Source: an optimization exercise on an open RTL-to-GDS flow (aim: small area and a short achievable clock period). Production flows keep margins and buffers that such runs may drop. Where RTL was checked, it was by simulation tests only, not by an equivalence proof against the original. Power figures rest on the tool's default switching activity, not on a simulated workload.

==> flow/design.v (excerpt) <==
module dsb_router (
    input  logic                                          clk,
    input  logic                                          rst,
    input  logic [dsb_pkg::COORD_W-1:0]                   lx_i,
    input  logic [dsb_pkg::COORD_W-1:0]                   ly_i,
    input  logic [dsb_pkg::NUM_PORTS-1:0]                 in_req_i,
    input  logic [dsb_pkg::NUM_PORTS*dsb_pkg::FLIT_W-1:0] in_data_i,
    output logic [dsb_pkg::NUM_PORTS-1:0]                 in_ack_o,
    output logic [dsb_pkg::NUM_PORTS-1:0]                 out_req_o,
    output logic [dsb_pkg::NUM_PORTS*dsb_pkg::FLIT_W-1:0] out_data_o,
    input  logic [dsb_pkg::NUM_PORTS-1:0]                 out_ack_i
);
Settings: LEC_CHECK=0, ABC_AREA=1, CAP_MARGIN=20, CELL_PAD_IN_SITES_DETAIL_PLACEMENT=1, CELL_PAD_IN_SITES_GLOBAL_PLACEMENT=1, CORE_MARGIN=2, CORE_UTILIZATION=45, CTS_CLUSTER_DIAMETER=100, CTS_CLUSTER_SIZE=30, PLACE_DENSITY=0.6, SETUP_SLACK_MARGIN=4.5, SLEW_MARGIN=20; clock period 8.0 ns.
standard.sh (not shown) runs the stock make flow with config.mk's settings and CLKGATE_MAP_FILE= SYNTH_SCRIPT=/design/flow/synth_recipe.tcl, a recipe that flattens the netlist after the stock synthesis.
==> flow/flow/run.sh <==
#!/bin/bash
# Standard ORFS layout, with plain buffers (buf_2) on the ports instead of the default delay cells.
set -euo pipefail
bash standard.sh finish BUFFER_PORTS_ARGS="-buffer_cell sky130_fd_sc_hd__buf_2" > flow_make.log 2>&1
Edit:
--- a/flow/design.v
+++ b/flow/design.v
@@ -148,20 +148,22 @@
         .pop_i  (take_i),
         .data_i (data_i),
         .data_o (flit_o),
         .next_o (next_flit),
         .occ_o  (occ)
     );
     assign valid_o = occ[0];
     assign dest_o  = dest_q;
     always_ff @(posedge clk) begin
-        if (!occ[0] || take_i) begin
-            dest_q <= (take_i && occ[1]) ? route(next_flit, lx_i, ly_i) : route(data_i, lx_i, ly_i);
+        if (!occ[0] || (take_i && !occ[1])) begin
+            dest_q <= route(data_i, lx_i, ly_i);
+        end else if (take_i) begin
+            dest_q <= route(next_flit, lx_i, ly_i);
         end
     end
 endmodule
 `timescale 1ns/1ps
 module mm_alloc (
     input  logic                                          clk,
     input  logic                                          rst,
     input  logic [dsb_pkg::NUM_PORTS-1:0]                 in_valid_i,
     input  logic [dsb_pkg::NUM_PORTS*dsb_pkg::FLIT_W-1:0] in_flit_i,
@@ -177,24 +179,24 @@
     localparam int W = dsb_pkg::FLIT_W;
     logic [N-1:0][N-1:0] compat;
     logic [N-1:0][N-1:0] arb_gnt;
     logic [N-1:0][N-1:0] final_gnt;
     logic [N-1:0]        mm_push;
     logic [N-1:0][3:0]   mm_occ;
     logic [N-1:0][W-1:0] mm_wdata;
     logic [N-1:0][4:0]   mm_wtype;
     logic [N-1:0][4:0]   mm_tv;
-    logic [N-1:0][4:0]   mm_acc;
     logic [N-1:0][3:0][W-1:0] mm_mem;
     for (genvar i = 0; i < N; i++) begin : g_in
         assign in_take_o[i] = |final_gnt[i];
         for (genvar j = 0; j < N; j++) begin : g_compat
-            assign compat[i][j] = in_valid_i[i] && |(mm_acc[j] & in_dest_i[i*5 +: 5]);
+            assign compat[i][j] = in_valid_i[i] && !mm_occ[j][3] &&
+                                  (!mm_occ[j][0] || |(mm_tv[j] & in_dest_i[i*5 +: 5]));
         end
         rr_arbiter u_arb (
             .clk       (clk),
             .rst       (rst),
             .req_i     (compat[i]),
             .advance_i (|final_gnt[i]),
             .gnt_o     (arb_gnt[i])
         );
     end
@@ -228,29 +230,18 @@
         always_ff @(posedge clk or posedge rst) begin
             if (rst) begin
                 mm_tv[j] <= '0;
             end else if (!mm_occ[j][0]) begin
                 mm_tv[j] <= push ? mm_wtype[j] : '0;
             end else if (pop && !mm_occ[j][1] && !push) begin
                 mm_tv[j] <= '0;
             end
         end
-        always_ff @(posedge clk or posedge rst) begin
-            if (rst) begin
-                mm_acc[j] <= '1;
-            end else begin
-                logic full_n;
-                logic some_n;
-                full_n = (mm_occ[j][3] && !pop) || (mm_occ[j][2] && push && !pop);
-                some_n = mm_occ[j][1] || (mm_occ[j][0] && !pop) || push;
-                mm_acc[j] <= {5{!full_n}} & ({5{!some_n}} | (mm_occ[j][0] ? mm_tv[j] : mm_wtype[j]));
-            end
-        end
         assign mm_new_o[j*5 +: 5] = {5{!mm_occ[j][0] && push}} & mm_wtype[j];
         assign mm_keep_o[j]       = mm_occ[j][1] || push;
         always_ff @(posedge clk or posedge rst) begin
             if (rst) begin
                 mm_occ[j] <= 4'b0000;
             end else if (push && !pop) begin
                 mm_occ[j] <= {mm_occ[j][2:0], 1'b1};
             end else if (pop && !push) begin
                 mm_occ[j] <= {1'b0, mm_occ[j][3:1]};
@@ -297,18 +288,19 @@
     input  logic [dsb_pkg::NUM_PORTS-1:0]                 ack_i,
     output logic [dsb_pkg::NUM_PORTS-1:0]                 req_o,
     output logic [dsb_pkg::NUM_PORTS*dsb_pkg::FLIT_W-1:0] data_o
 );
     localparam int N = dsb_pkg::NUM_PORTS;
     localparam int W = dsb_pkg::FLIT_W;
     logic [N-1:0][N-1:0] gnt_q;
     logic [N-1:0]        adv_q;
     logic [N-1:0]        req_q;
+    logic [N-1:0][N-1:0] gnt_qn;
     always_comb begin
         mm_take_o = '0;
         for (int k = 0; k < N; k++) begin
             mm_take_o = mm_take_o | ({N{ack_i[k] & req_q[k]}} & gnt_q[k]);
         end
     end
     for (genvar k = 0; k < N; k++) begin : g_out
         logic [N-1:0] ptr_a;
         logic [N-1:0] req_a;
@@ -333,33 +325,38 @@
                     end
                     hit = hit | clear;
                 end
                 gnt_a[p] = req_a[p] & hit;
             end
         end
         always_ff @(posedge clk or posedge rst) begin
             if (rst) begin
                 gnt_q[k] <= N'(1);
+                gnt_qn[k] <= ~N'(1);
                 adv_q[k] <= 1'b0;
                 req_q[k] <= 1'b0;
             end else if (!(req_q[k] && !ack_i[k])) begin
                 if (|req_a) begin
                     gnt_q[k] <= gnt_a;
+                    gnt_qn[k] <= ~gnt_a;
                 end
                 adv_q[k] <= req_q[k] || adv_q[k];
                 req_q[k] <= |req_a;
             end
         end
         assign req_o[k] = req_q[k];
         always_comb begin
             data_o[k*W +: W] = '0;
             for (int j = 0; j < N; j++) begin
-                data_o[k*W +: W] = data_o[k*W +: W] | ({W{gnt_q[k][j]}} & mm_flit_i[j*W +: W]);
+                data_o[k*W +: W/2] = data_o[k*W +: W/2] |
+                                     ({(W/2){gnt_q[k][j]}} & mm_flit_i[j*W +: W/2]);
+                data_o[k*W+W/2 +: W/2] = data_o[k*W+W/2 +: W/2] |
+                                     ({(W/2){!gnt_qn[k][j]}} & mm_flit_i[j*W+W/2 +: W/2]);
             end
         end
     end
 endmodule
 `timescale 1ns/1ps
 module dsb_router (
     input  logic                                          clk,
     input  logic                                          rst,
     input  logic [dsb_pkg::COORD_W-1:0]                   lx_i,
What happened: Via count climbs slightly; fmax decreases by a few percent; first-iteration DRC count came out higher by about a fifth; worst setup slack loses 0.18 ns; hold slack stays flat.
No run of this note included a check of the RTL's function; only the layout flow was run.


Another version of the RTL of dsb_router (not shown whole).
Size in the first run: ~4,700 cells after synthesis, about 840 flip-flops, roughly 190 I/O pins, roughly 45,000 sq um of cells after synthesis.
==> module output_alloc, before the edit <==
module output_alloc (
    input  logic [dsb_pkg::NUM_PORTS*dsb_pkg::FLIT_W-1:0] mm_flit_i,
    input  logic [dsb_pkg::NUM_PORTS*5-1:0]               mm_tv_i,
    input  logic [dsb_pkg::NUM_PORTS*5-1:0]               mm_new_i,
    input  logic [dsb_pkg::NUM_PORTS-1:0]                 mm_keep_i,
    output logic [dsb_pkg::NUM_PORTS-1:0]                 mm_take_o,
    input  logic                                          clk,
    input  logic                                          rst,
    input  logic [dsb_pkg::NUM_PORTS-1:0]                 ack_i,
    output logic [dsb_pkg::NUM_PORTS-1:0]                 req_o,
    output logic [dsb_pkg::NUM_PORTS*dsb_pkg::FLIT_W-1:0] data_o
);
    localparam int N = dsb_pkg::NUM_PORTS;
    localparam int W = dsb_pkg::FLIT_W;
    logic [N-1:0][N-1:0] gnt_q;
    logic [N-1:0]        adv_q;
    logic [N-1:0]        req_q;
    logic [N-1:0]        ini_q;
    logic [N-1:0][N-1:0] gnt_d;
    always_comb begin
        mm_take_o = '0;
        for (int k = 0; k < N; k++) begin
            mm_take_o = mm_take_o | ({N{ack_i[k] & req_q[k]}} & gnt_q[k]);
        end
    end
    for (genvar k = 0; k < N; k++) begin : g_out
        logic [N-1:0] ptr_a;
        logic [N-1:0] req_a;
        logic [N-1:0] gnt_a;
        assign ptr_a = ini_q[k]              ? N'(1) :
                       (req_q[k] || adv_q[k]) ? {gnt_q[k][N-2:0], gnt_q[k][N-1]} : gnt_q[k];
        for (genvar j = 0; j < N; j++) begin : g_req
            logic taken;
            assign taken    = req_q[k] && gnt_q[k][j];
            assign req_a[j] = (mm_tv_i[j*5 + k] && (!taken || mm_keep_i[j])) || mm_new_i[j*5 + k];
        end
        always_comb begin
            for (int p = 0; p < N; p++) begin
                logic hit;
                hit = 1'b0;
                for (int s = 0; s < N; s++) begin
                    logic clear;
                    clear = ptr_a[s];
                    for (int q = 0; q < N; q++) begin
                        if (((q - s + N) % N) < ((p - s + N) % N)) begin
                            clear = clear & ~req_a[q];
                        end
                    end
                    hit = hit | clear;
                end
                gnt_a[p] = req_a[p] & hit;
            end
        end
        always_ff @(posedge clk or posedge rst) begin
            if (rst) begin
                gnt_q[k] <= '0;
            end else if (!(req_q[k] && !ack_i[k]) && |req_a) begin
                gnt_q[k] <= gnt_a;
            end
        end
        always_ff @(posedge clk or posedge rst) begin
            if (rst) begin
                gnt_d[k] <= '0;
            end else if (!(req_q[k] && !ack_i[k])) begin
                gnt_d[k] <= gnt_a;
            end
        end
        always_ff @(posedge clk or posedge rst) begin
            if (rst) begin
                adv_q[k] <= 1'b0;
                req_q[k] <= 1'b0;
                ini_q[k] <= 1'b1;
            end else if (!(req_q[k] && !ack_i[k])) begin
                adv_q[k] <= req_q[k] || adv_q[k];
                req_q[k] <= |req_a;
                if (|req_a) begin
                    ini_q[k] <= 1'b0;
                end
            end
        end
        assign req_o[k] = req_q[k];
        always_comb begin
            data_o[k*W +: W] = '0;
            for (int j = 0; j < N; j++) begin
                data_o[k*W +: W/2] = data_o[k*W +: W/2] |
                                     ({(W/2){gnt_q[k][j]}} & mm_flit_i[j*W +: W/2]);
                data_o[k*W+W/2 +: W/2] = data_o[k*W+W/2 +: W/2] |
                                     ({(W/2){gnt_d[k][j]}} & mm_flit_i[j*W+W/2 +: W/2]);
            end
        end
    end
endmodule
export LEC_CHECK = 0
export ABC_AREA = 1
export CAP_MARGIN = 20
export CELL_PAD_IN_SITES_DETAIL_PLACEMENT = 1
export CELL_PAD_IN_SITES_GLOBAL_PLACEMENT = 1
export CORE_MARGIN = 2
export CORE_UTILIZATION = 45
export CTS_CLUSTER_DIAMETER = 100
export CTS_CLUSTER_SIZE = 25
export PLACE_DENSITY = 0.6
export SETUP_SLACK_MARGIN = 4.5
export SLEW_MARGIN = 20
create_clock -name core_clock -period 8.0 [get_ports {clk}]
Scripts as last shown in full above: flow/flow/run.sh
Edit:
--- a/flow/design.v
+++ b/flow/design.v
@@ -291,11 +291,10 @@
     localparam int W = dsb_pkg::FLIT_W;
     logic [N-1:0][N-1:0] gnt_q;
     logic [N-1:0]        adv_q;
     logic [N-1:0]        req_q;
     logic [N-1:0]        ini_q;
-    logic [N-1:0][N-1:0] gnt_d;
     always_comb begin
         mm_take_o = '0;
         for (int k = 0; k < N; k++) begin
             mm_take_o = mm_take_o | ({N{ack_i[k] & req_q[k]}} & gnt_q[k]);
         end
@@ -335,17 +334,10 @@
                 gnt_q[k] <= gnt_a;
             end
         end
         always_ff @(posedge clk or posedge rst) begin
             if (rst) begin
-                gnt_d[k] <= '0;
-            end else if (!(req_q[k] && !ack_i[k])) begin
-                gnt_d[k] <= gnt_a;
-            end
-        end
-        always_ff @(posedge clk or posedge rst) begin
-            if (rst) begin
                 adv_q[k] <= 1'b0;
                 req_q[k] <= 1'b0;
                 ini_q[k] <= 1'b1;
             end else if (!(req_q[k] && !ack_i[k])) begin
                 adv_q[k] <= req_q[k] || adv_q[k];
@@ -357,14 +349,11 @@
         end
         assign req_o[k] = req_q[k];
         always_comb begin
             data_o[k*W +: W] = '0;
             for (int j = 0; j < N; j++) begin
-                data_o[k*W +: W/2] = data_o[k*W +: W/2] |
-                                     ({(W/2){gnt_q[k][j]}} & mm_flit_i[j*W +: W/2]);
-                data_o[k*W+W/2 +: W/2] = data_o[k*W+W/2 +: W/2] |
-                                     ({(W/2){gnt_d[k][j]}} & mm_flit_i[j*W+W/2 +: W/2]);
+                data_o[k*W +: W] = data_o[k*W +: W] | ({W{gnt_q[k][j]}} & mm_flit_i[j*W +: W]);
             end
         end
     end
 endmodule
 `timescale 1ns/1ps
Result: Cell count decreases by 1.8%. Fmax goes up by 1.2%. First-iteration DRC count is lower by 4.8%. Power climbs by 6.7%. Sequential cell count shrinks by 25. Hold slack loses 0.0060 ns. Non-clock buffer count shrinks by 10. Via count decreases by 2.1%. Utilization rose by 0.16 points. Final area falls by 2.6%. Register-to-register slack got worse by 0.02 ns. Die area came out lower by 2.1%. Area after synthesis is lower by 2.1%.
For the first run of this note, only the layout was checked, not whether the RTL still works.

-- port drivers added, routing unchanged --
In the flow no input, the clock included, has a driving cell. The finished layouts below were timed again as built, in two steps.
Step 1 assumes that a clkbuf_16 drives the clock port and a buf_2 every other input.
Step 2 times the ports against the registers' clock, not the clock port: input delays grow and output delays shrink by t, the midpoint of the rising clock arrivals with the driver on.
a / b / c = ideal ports / drivers / drivers and shift; a / b = the first two.
run	shift t [ns]	setup WS [ns]	clock arrival spread, ns
the first run of note 1	0.731	4.389 / 4.310 / 3.993	0.042 / 0.042
the second run of note 1	0.740	4.205 / 4.128 / 3.962	0.045 / 0.045
the first run of note 2	0.736	4.346 / 4.270 / 3.937	0.040 / 0.040
the second run of note 2	0.735	4.389 / 4.314 / 3.935	0.030 / 0.030
After both steps every run listed still meets setup and hold. For the second run of note 2, which loses most, drivers alone change the setup slack by -0.075 ns; drivers and shift together by -0.454 ns.
